Background: an optimization exercise with open tools, aiming at a short achievable clock period and few clock cycles per item. Do not read the settings as production practice.
In this exercise RTL edits were held to simulation tests only and were not proved equivalent to the original.

== v6 ==
==> flow/design.v <==
package cpuPkg;
    localparam int DataWidth = 8;
    localparam int RegCount = 8;
    typedef logic [DataWidth-1:0] data_t;
    typedef logic [$clog2(RegCount)-1:0] regIdx_t;
    typedef enum logic [3:0] {
        RType = 4'd0,
        Load  = 4'd2,
        Store = 4'd3,
        Jump  = 4'd4,
        Addi  = 4'd8,
        Beq   = 4'd9
    } opcode_t;
    typedef enum logic [2:0] {
        Add = 3'd0,
        Sub = 3'd1,
        And = 3'd4,
        Or  = 3'd5,
        Xor = 3'd6,
        Slt = 3'd7
    } funct_t;
    typedef enum logic [2:0] {
        AluAdd,
        AluSub,
        AluAnd,
        AluOr,
        AluXor,
        AluSlt
    } aluOp_t;
    typedef struct packed {
        opcode_t opcode;
        funct_t  funct;
        regIdx_t rd;      
        regIdx_t rs1;     
        regIdx_t rs2;     
    } rFormat_t;
    typedef struct packed {
        opcode_t    opcode;
        funct_t     funct;
        regIdx_t    rd;       
        regIdx_t    rs1;
        logic [2:0] imm3;
    } iFormat_t;
    typedef struct packed {
        opcode_t    opcode;
        logic [5:0] spare;
        logic [5:0] off6;     
    } jFormat_t;
    typedef union packed {
        rFormat_t r;
        iFormat_t i;
        jFormat_t j;
    } instrWord_t;
    typedef struct packed {
        logic   regWrite;
        logic   memWrite;
        logic   memToReg;
        logic   useImm;
        logic   isBranch;
        logic   isJump;
        aluOp_t aluOp;
    } ctrl_t;
    typedef struct packed {
        data_t   pc;
        ctrl_t   ctrl;
        data_t   rs1Val;
        data_t   rs2Val;
        data_t   imm;       
        regIdx_t rd;
        regIdx_t rs1Idx;
        regIdx_t rs2Idx;
    } idEx_t;
    typedef struct packed {
        data_t   aluResult;
        data_t   storeData;
        regIdx_t rd;
        logic    regWrite;
        logic    memWrite;
        logic    memToReg;
    } exMem_t;
    typedef struct packed {
        logic    valid;
        regIdx_t regIdx;
        data_t   data;
    } wbResult_t;
    typedef struct packed {
        logic  taken;
        data_t target;
    } redirect_t;
    typedef enum logic [1:0] {
        None,
        FromMem,
        FromWb
    } forwardSel_t;
endpackage
`timescale 1ns/10ps
module pipelinedCpu #(
    parameter int DataWords = 256
) (
    input  logic               clk,
    input  logic               reset,
    input  cpuPkg::instrWord_t instr,
    output cpuPkg::data_t      instrAddr,
    output cpuPkg::wbResult_t  wb
);
    localparam logic [3:0] OpR = 4'd0, OpLoad = 4'd2, OpStore = 4'd3, OpJump = 4'd4,
                           OpAddi = 4'd8, OpBeq = 4'd9;
    localparam logic [2:0] AluAdd = 3'd0, AluSub = 3'd1, AluAnd = 3'd4, AluOr = 3'd5,
                           AluXor = 3'd6, AluSlt = 3'd7;
    logic [7:0] pc;
    logic [7:0] regs [1:7];
    logic [7:0] mem [DataWords];
    logic       wrE, loadE, storeE, beqE, useImmE;
    logic [2:0] aluOpE;
    logic [2:0] rdE;
    logic [7:0] aE, bE, immE, targetE;
    logic       fAmE, fAwE, fBmE, fBwE;
    logic       wrM, loadM, storeM;
    logic [2:0] rdM;
    logic [7:0] aluM, storeDataM;
    logic [15:0] loM, hiM;
    logic       wbValid;
    logic [2:0] wbIdx;
    logic [7:0] wbData;
    assign instrAddr = pc;
    assign wb = {wbValid, wbIdx, wbData};
    logic [3:0] op;
    logic [2:0] funct, rdF, rs1F, rs2F;
    logic [7:0] imm3x, off6x;
    assign op    = instr[15:12];
    assign funct = instr[11:9];
    assign rdF   = instr[8:6];
    assign rs1F  = instr[5:3];
    assign rs2F  = instr[2:0];
    assign imm3x = {{5{instr[2]}}, instr[2:0]};
    assign off6x = {{2{instr[5]}}, instr[5:0]};
    logic       isR, rValid, isAddi, isLoad, isStore, isBeq, isJump;
    logic       beqStatic, beqDyn;
    logic       wrF, useA, useB;
    logic [2:0] srcB;
    assign isR     = (op == OpR);
    assign rValid  = isR && (funct != 3'd2) && (funct != 3'd3);
    assign isAddi  = (op == OpAddi);
    assign isLoad  = (op == OpLoad);
    assign isStore = (op == OpStore);
    assign isBeq   = (op == OpBeq);
    assign isJump  = (op == OpJump);
    assign beqStatic = isBeq && (rs1F == rdF);
    assign beqDyn    = isBeq && (rs1F != rdF) && (instr[2:0] != 3'd1);
    assign wrF  = (rValid || isAddi || isLoad) && (rdF != 3'd0);
    assign useA = rValid || isAddi || isLoad || isStore || beqDyn;
    assign useB = rValid || isStore || beqDyn;
    assign srcB = isR ? rs2F : rdF;
    function automatic logic [7:0] readReg(input logic [2:0] idx, input logic [7:0] r1,
        input logic [7:0] r2, input logic [7:0] r3, input logic [7:0] r4,
        input logic [7:0] r5, input logic [7:0] r6, input logic [7:0] r7,
        input logic wv, input logic [2:0] wi, input logic [7:0] wd);
        if (idx == 3'd0) readReg = 8'd0;
        else if (wv && wi == idx) readReg = wd;
        else begin
            case (idx)
                3'd1: readReg = r1;
                3'd2: readReg = r2;
                3'd3: readReg = r3;
                3'd4: readReg = r4;
                3'd5: readReg = r5;
                3'd6: readReg = r6;
                default: readReg = r7;
            endcase
        end
    endfunction
    logic [7:0] aF, bF;
    assign aF = readReg(rs1F, regs[1], regs[2], regs[3], regs[4], regs[5], regs[6], regs[7],
                        wbValid, wbIdx, wbData);
    assign bF = readReg(srcB, regs[1], regs[2], regs[3], regs[4], regs[5], regs[6], regs[7],
                        wbValid, wbIdx, wbData);
    logic stall;
    assign stall = loadE && wrE &&
                   ((useA && rs1F == rdE) || (useB && srcB == rdE));
    logic fAm, fAw, fBm, fBw;
    assign fAm = useA && wrE && (rdE == rs1F);
    assign fAw = useA && !fAm && wrM && (rdM == rs1F);
    assign fBm = useB && wrE && (rdE == srcB);
    assign fBw = useB && !fBm && wrM && (rdM == srcB);
    logic [7:0] srcAE, srcBE, opBE, aluE, addrE;
    logic       takenE;
    assign srcAE = fAmE ? aluM : fAwE ? wbData : aE;
    assign srcBE = fBmE ? aluM : fBwE ? wbData : bE;
    assign opBE  = useImmE ? immE : srcBE;
    assign addrE = srcAE + immE;
    always_comb begin
        case (aluOpE)
            AluSub:  aluE = srcAE - opBE;
            AluAnd:  aluE = srcAE & opBE;
            AluOr:   aluE = srcAE | opBE;
            AluXor:  aluE = srcAE ^ opBE;
            AluSlt:  aluE = ($signed(srcAE) < $signed(opBE)) ? 8'd1 : 8'd0;
            default: aluE = srcAE + opBE;
        endcase
    end
    assign takenE = beqE && (srcAE == srcBE);
    logic [7:0] pcNext;
    always_comb begin
        if (takenE)                  pcNext = targetE;
        else if (stall)              pcNext = pc;
        else if (isJump)             pcNext = pc + off6x;
        else if (beqStatic)          pcNext = pc + imm3x;
        else                         pcNext = pc + 8'd1;
    end
    always_ff @(posedge clk or posedge reset) begin
        if (reset) pc <= 8'd0;
        else       pc <= pcNext;
    end
    logic issue;
    assign issue = !takenE && !stall;
    always_ff @(posedge clk or posedge reset) begin
        if (reset) begin
            wrE <= 1'b0;
            loadE <= 1'b0;
            storeE <= 1'b0;
            beqE <= 1'b0;
        end else begin
            wrE <= issue && wrF;
            loadE <= issue && isLoad;
            storeE <= issue && isStore;
            beqE <= issue && beqDyn;
        end
    end
    always_ff @(posedge clk) begin
        useImmE <= !isR;
        aluOpE <= isR ? funct : AluAdd;
        rdE <= rdF;
        aE <= aF;
        bE <= bF;
        immE <= imm3x;
        targetE <= pc + imm3x;
        fAmE <= fAm;
        fAwE <= fAw;
        fBmE <= fBm;
        fBwE <= fBw;
    end
    always_ff @(posedge clk or posedge reset) begin
        if (reset) begin
            wrM <= 1'b0;
            loadM <= 1'b0;
            storeM <= 1'b0;
        end else begin
            wrM <= wrE;
            loadM <= loadE;
            storeM <= storeE;
        end
    end
    always_ff @(posedge clk) begin
        rdM <= rdE;
        aluM <= aluE;
        storeDataM <= srcBE;
        for (int k = 0; k < 16; k++) begin
            loM[k] <= (addrE[3:0] == 4'(k));
            hiM[k] <= (addrE[7:4] == 4'(k));
        end
    end
    logic [7:0] rowData [16];
    logic [7:0] rdataM;
    always_comb begin
        for (int j = 0; j < 16; j++) begin
            rowData[j] = 8'd0;
            for (int k = 0; k < 16; k++) begin
                rowData[j] = rowData[j] | (loM[k] ? mem[16 * j + k] : 8'd0);
            end
        end
        rdataM = 8'd0;
        for (int j = 0; j < 16; j++) begin
            rdataM = rdataM | (hiM[j] ? rowData[j] : 8'd0);
        end
    end
    always_ff @(posedge clk or posedge reset) begin
        if (reset) begin
            for (int i = 0; i < DataWords; i++) mem[i] <= 8'd0;
        end else begin
            for (int i = 0; i < DataWords; i++) begin
                if (storeM && hiM[i / 16] && loM[i % 16]) mem[i] <= storeDataM;
            end
        end
    end
    always_ff @(posedge clk or posedge reset) begin
        if (reset) wbValid <= 1'b0;
        else       wbValid <= wrM;
    end
    always_ff @(posedge clk) begin
        wbIdx <= rdM;
        wbData <= loadM ? rdataM : aluM;
    end
    always_ff @(posedge clk or posedge reset) begin
        if (reset) begin
            for (int i = 1; i < 8; i++) regs[i] <= 8'(i);
        end else if (wbValid) begin
            for (int i = 1; i < 8; i++) begin
                if (wbIdx == 3'(i)) regs[i] <= wbData;
            end
        end
    end
endmodule
==> flow/config.mk <==
export PLATFORM = sky130hd
export DESIGN_NAME = pipelinedCpu
export DESIGN_NICKNAME = pipelinedCpu
export VERILOG_FILES = /design/flow/design.v
export SDC_FILE = /design/flow/constraint.sdc
export NUM_CORES = 4
export LEC_CHECK = 0
export CAP_MARGIN = 40
export CORE_MARGIN = 2
export CORE_UTILIZATION = 30
export SETUP_SLACK_MARGIN = 0.8
export SLEW_MARGIN = 40
==> flow/constraint.sdc <==
create_clock -name core_clock -period 6.0 [get_ports {clk}]
set_input_delay 1.2000 -clock core_clock [delete_from_list [all_inputs] [get_ports {clk}]]
set_output_delay 1.2000 -clock core_clock [all_outputs]
set_load 0.01 [all_outputs]
run.sh (not shown) runs the stock make flow with config.mk's settings and CLKGATE_MAP_FILE= SYNTH_SCRIPT=/design/flow/synth_recipe.tcl, a recipe that flattens the netlist after the stock synthesis.
Both conditions hold for v6: the flow ran to the end and the final layout passed the timing, DRC and antenna checks.
Testbench counts of v6, summed over its fixed seeds: cycles 126,236, instrs 118,231.
Setup changes, v6 to v7
- changing SETUP_SLACK_MARGIN from 0.8 to 3.6
- changing CORE_UTILIZATION from 30 to 60
- changing CAP_MARGIN from 40 to 20
- changing SLEW_MARGIN from 40 to 20
[summary]
v7 reached the end of the flow, and the finished layout is clean on the timing, DRC and antenna checks. Summary of v7 over v6: share of the clock period used by the worst path fell by 16 points, path length in cells of the critical path fell by 4, adder and majority gate portion of the synthesized area stayed essentially flat.

what the ideal ports hide:
Ports are ideal in the flow. The routed layouts listed here were re-timed in OpenROAD. Step 1 sets driving cells, clkbuf_16 on the clock port and buf_2 on the other inputs (assumed; they add their load-dependent delay and slew). Step 2 moves the port delays by t, midway between the first and last clock arrival at a register: inputs arrive t later, outputs are due t later. That takes back most of the time a late clock gives input paths. Slacks: ideal / step 1 / step 2; pairs: ideal / step 1.
run | t (ns) | setup WS [ns] | worst setup path after step 2 | latest minus earliest clock arrival (ns) | pins driven straight from the clock port
v6 | 0.971 | 2.035 / 2.035 / 1.609 | input to register | 0.071 / 0.071 | 1
v7 | 0.940 | 3.002 / 3.002 / 2.662 | input to register | 0.035 / 0.036 | 1
After both steps setup and hold are still met in every run listed. The setup slack of v6, which loses most, moves by 0.000 ns with the drivers and by -0.426 ns with both steps.
